This design comes from an exercise in tuning for small area and a short achievable clock period on the open sky130 flow, not from production work.
RTL that was checked went through simulation tests only; none was proved equivalent to the original.
No activity file was given, so power comes from the tool's default toggle rates.

old:
Design branch_predictor, start of the top module:
module branch_predictor #(
  parameter  int IDX_BITS = 5,
  localparam int TAG_BITS = 30 - IDX_BITS
) (
  input  logic        clk,
  input  logic        reset,
  input  logic [31:0] if_pc,
  output logic        pred_taken,
  output logic [31:0] pred_next_pc,
  input  logic        ex_valid,
  input  logic        ex_is_branch,
  input  logic        ex_is_jump,
  input  logic [31:0] ex_pc,
  input  logic [31:0] ex_target,
  input  logic        ex_taken
);
Size in the first run: about 5200 cells after synthesis, ~2000 flip-flops, about 140 I/O pins, ~80000 sq um of cells after synthesis.
Settings: LEC_CHECK=0, CAP_MARGIN=20, CORE_MARGIN=2, CORE_UTILIZATION=40, SETUP_SLACK_MARGIN=1.5, SLEW_MARGIN=20; clock period 7.5 ns.
run.sh (not shown) runs the stock make flow with config.mk's settings and CLKGATE_MAP_FILE= SYNTH_SCRIPT=/design/flow/synth_recipe.tcl, a recipe that flattens the netlist after the stock synthesis.
old ran to completion and came out clean on the timing, design-rule and antenna checks.
Here is what was changed in the inputs of new compared with old.
Settings: clearing SETUP_SLACK_MARGIN, which used to be 1.5.
Findings:
The layout from new, despite a flow that completed every stage, fails the layout checks, with the failing checks listed as negative setup slack. A endpoint of the worst setup timing path of pred_next_pc[0] is what old shows, while pred_next_pc[31] belongs to new. old → new: net total in the final layout ~0 delta, minimum clock period after layout shows an increase of 430 ps, number of nets still failing antenna checks after routing held steady.
No functional check of the RTL was part of any run of this note.

========
run 1:
Another version of the RTL of branch_predictor (not shown whole).
Size: ~2000 flip-flops.
==> flow/config.mk <==
export PLATFORM = sky130hd
export DESIGN_NAME = branch_predictor
export DESIGN_NICKNAME = branch_predictor
export VERILOG_FILES = /design/flow/design.v
export SDC_FILE = /design/flow/constraint.sdc
export NUM_CORES = 4
export LEC_CHECK = 0
export CAP_MARGIN = 20
export CORE_MARGIN = 2
export CORE_UTILIZATION = 60
export CTS_BUF_LIST = sky130_fd_sc_hd__clkbuf_8
export CTS_CLUSTER_DIAMETER = 70
export CTS_CLUSTER_SIZE = 16
export PLACE_DENSITY = 0.75
export SETUP_SLACK_MARGIN = 2.2
export SLEW_MARGIN = 20
==> flow/constraint.sdc <==
create_clock -name core_clock -period 7.5 [get_ports {clk}]
set_input_delay 1.5000 -clock core_clock [delete_from_list [all_inputs] [get_ports {clk}]]
set_output_delay 1.5000 -clock core_clock [all_outputs]
set_load 0.01 [all_outputs]
standard.sh (not shown) runs the stock make flow with config.mk's settings and CLKGATE_MAP_FILE= SYNTH_SCRIPT=/design/flow/synth_recipe.tcl, a recipe that flattens the netlist after the stock synthesis.
==> flow/flow/run.sh <==
#!/bin/bash
# Standard layout, with two changes:
#  - the fetch-side ports (if_pc, pred_next_pc, pred_taken) are kept together on one edge so the
#    combinational fetch path does not cross the die twice;
#  - clock tree synthesis without dummy balancing loads, in clusters of up to 16 sinks.
set -e
here=$(pwd)
export IO_CONSTRAINTS="$here/flow/io.tcl"
export CTS_ARGS="-sink_clustering_enable -repair_clock_nets -sink_clustering_size 16 -sink_clustering_max_diameter 70 -buf_list sky130_fd_sc_hd__clkbuf_8 -dont_use_dummy_load"
bash standard.sh > "$here/standard.log" 2>&1
==> flow/flow/io.tcl <==
# fetch-side ports together on the bottom edge, execute-side ports on the top edge
set fetch_pins {}
for {set i 0} {$i < 32} {incr i} {
  lappend fetch_pins "if_pc\[$i\]" "pred_next_pc\[$i\]"
}
lappend fetch_pins pred_taken
set_io_pin_constraint -pin_names $fetch_pins -region bottom:*
diff inputs: run 1 => run 2
- changing SETUP_SLACK_MARGIN from 2.2 to 2
- changing CTS_CLUSTER_DIAMETER from 70 to 60
- changing CORE_UTILIZATION from 60 to 50
- changing CTS_CLUSTER_SIZE from 16 to 12
- removing PLACE_DENSITY (formerly 0.75)
==> flow/run.sh (new file) <==
#!/bin/bash
# synth_recipe.tcl (not shown) runs the flow's synth.tcl, then flattens the netlist and writes it again
# the make line also repeats each setting of config.mk as NAME=value (left out here)
make -C /OpenROAD-flow-scripts/flow DESIGN_CONFIG=/design/flow/config.mk WORK_HOME=/design/flow/orfs CLKGATE_MAP_FILE= SYNTH_SCRIPT=/design/flow/synth_recipe.tcl finish
removed: flow/flow/run.sh
removed: flow/flow/io.tcl
removed: flow/standard.sh
==> notes.md <==
- Number of design-rule violations left by the first detailed-router iteration: run 2 and run 1 compared, higher one is run 2
- Between run 2 and run 1, it is run 2 whose final cell count is higher, by 8.2%.
- Run 2 vs run 1 on initial standard-cell utilization of the core: run 2 is the lower one.
- | synthesis-to-finish area growth | run 2 vs run 1 | 3.9 points higher |
- NOTE routed wire length run 1->run 2 increased by a little under 10%
- Run 2 | stages: all done | timing, DRC, antenna: all pass
- Relative to run 1, the number of buffers outside the clock class in the layout measured on run 2 has increased by more than 10%.
- Net total in the final layout ended up 104 higher on run 2 than on run 1.
- Summary — post-route standard cell area excluding fillers, run 2 relative to run 1: higher, by 0.0034 mm².
- In the tables for run 2 and run 1, count of placed standard cells including taps reads lower with run 1.
- Critical path startpoint = if_pc[28]: run 2; critical path startpoint = if_pc[2]: run 1
[inputs] run 3 vs run 2
- a change of SETUP_SLACK_MARGIN from 2 to 2.0
- a change of CORE_UTILIZATION from 50 to 60
- a change of CTS_CLUSTER_DIAMETER from 60 to 70
- an added PLACE_DENSITY of 0.75
- a change of CTS_CLUSTER_SIZE from 12 to 14
==> flow/flow/run.sh (new file) <==
#!/bin/bash
# Standard layout, with two changes:
#  - the fetch-side ports (if_pc, pred_next_pc, pred_taken) are kept together on one edge so the
#    combinational fetch path does not cross the die twice;
#  - clock tree synthesis without dummy balancing loads, in clusters of up to 14 sinks.
set -e
here=$(pwd)
export IO_CONSTRAINTS="$here/flow/io.tcl"
export CTS_ARGS="-sink_clustering_enable -repair_clock_nets -sink_clustering_size 14 -sink_clustering_max_diameter 70 -buf_list sky130_fd_sc_hd__clkbuf_8 -dont_use_dummy_load"
bash standard.sh > "$here/standard.log" 2>&1
==> flow/flow/io.tcl (new file) <==
# fetch-side ports together on the bottom edge, execute-side ports on the top edge
set fetch_pins {}
for {set i 0} {$i < 32} {incr i} {
  lappend fetch_pins "if_pc\[$i\]" "pred_next_pc\[$i\]"
}
lappend fetch_pins pred_taken
set_io_pin_constraint -pin_names $fetch_pins -region bottom:*
==> flow/standard.sh (new file) <==
#!/bin/bash
# synth_recipe.tcl (not shown) runs the flow's synth.tcl, then flattens the netlist and writes it again
# the make line also repeats each setting of config.mk as NAME=value (left out here)
make -C /OpenROAD-flow-scripts/flow DESIGN_CONFIG=/design/flow/config.mk WORK_HOME=/design/flow/orfs CLKGATE_MAP_FILE= SYNTH_SCRIPT=/design/flow/synth_recipe.tcl "${@:-finish}"
removed: flow/run.sh
==> notes.md <==
- Run 3 vs. run 2: number of cell instances on the worst register-to-register path went down by 1.
- NOTE sum of internal, switching and leakage power run 2->run 3 decreased by a few percent
- Run 3 vs run 2: number of inserted filler cells in the final layout down by more than a quarter
- Run 2 → run 3: number of stages on the worst setup path increased 2, fmax grew by 0.91%, power per unit of standard cell area fell by 2.7%, growth of design area from synthesis to finish lower.
- Of the two candidates, run 2 has the worse total detailed-routing wirelength and run 3 the better one.
Input changes introduced in run 4 (baseline for comparison: run 3):
- CORE_UTILIZATION: 60 -> 50
- CTS_CLUSTER_DIAMETER: 70 -> 60
- PLACE_DENSITY: 0.75 -> unset
- CTS_CLUSTER_SIZE: 14 -> 12
- SETUP_SLACK_MARGIN: 2.0 -> 2.2
==> flow/flow/run.sh <==
#!/bin/bash
# Standard layout, with the fetch-side ports (if_pc, pred_next_pc, pred_taken) kept together on
# one edge so the combinational fetch path does not cross the die twice.
set -e
here=$(pwd)
export IO_CONSTRAINTS="$here/flow/io.tcl"
bash standard.sh > "$here/standard.log" 2>&1
## What came out
Detailed-route vias per instance (run 4 / run 3): 0.919
Buffer levels on the longest clock path came out exactly the same in run 4 and run 3.
Higher share of the clock period used by the worst path goes to run 3 over run 4.
Run 4 consumes more power than run 3 does.
Clock buffer and inverter area fraction after layout for run 4 is higher than for run 3.
In the tables for run 4 and run 3, number of cells in the finished layout apart from fillers reads higher with run 4.
Going from run 3 to run 4, initial antenna violation count higher; tightest hold margin roughly the same.

==> separate check: timing with driven ports <==
The flow's constraints put no driver on any port. The routed layouts listed below were extracted and timed again, unchanged, in two steps.
Step 1 sets driving cells, clkbuf_16 on the clock port and buf_2 on the other inputs (assumed; they add their load-dependent delay and slew).
Step 2 times the ports against the registers' clock, not the clock port: input delays grow and output delays shrink by t, the midpoint of the rising clock arrivals with the driver on.
Three values: no drivers, after step 1, after step 2; two values: the first two.
| run | t, ns | slack for setup (ns) | latest minus earliest clock arrival (ns) | cell pins on the clock port's net |
|---|---|---|---|---|
| old | 0.958 | 0.295 / 0.251 / 0.251 | 0.068 / 0.068 | 1 |
| new | 0.962 | -0.138 / -0.162 / -0.162 | 0.083 / 0.082 | 1 |
| run 1 | 0.948 | 1.429 / 1.139 / 0.940 | 0.124 / 0.125 | 1 |
| run 2 | 1.095 | 1.421 / 1.232 / 0.806 | 0.078 / 0.079 | 1 |
| run 3 | 1.003 | 1.476 / 1.273 / 0.837 | 0.099 / 0.099 | 1 |
| run 4 | 1.079 | 1.510 / 1.308 / 1.033 | 0.068 / 0.067 | 1 |
For run 3, which loses most, drivers alone change the setup slack by -0.203 ns; drivers and shift together by -0.639 ns.
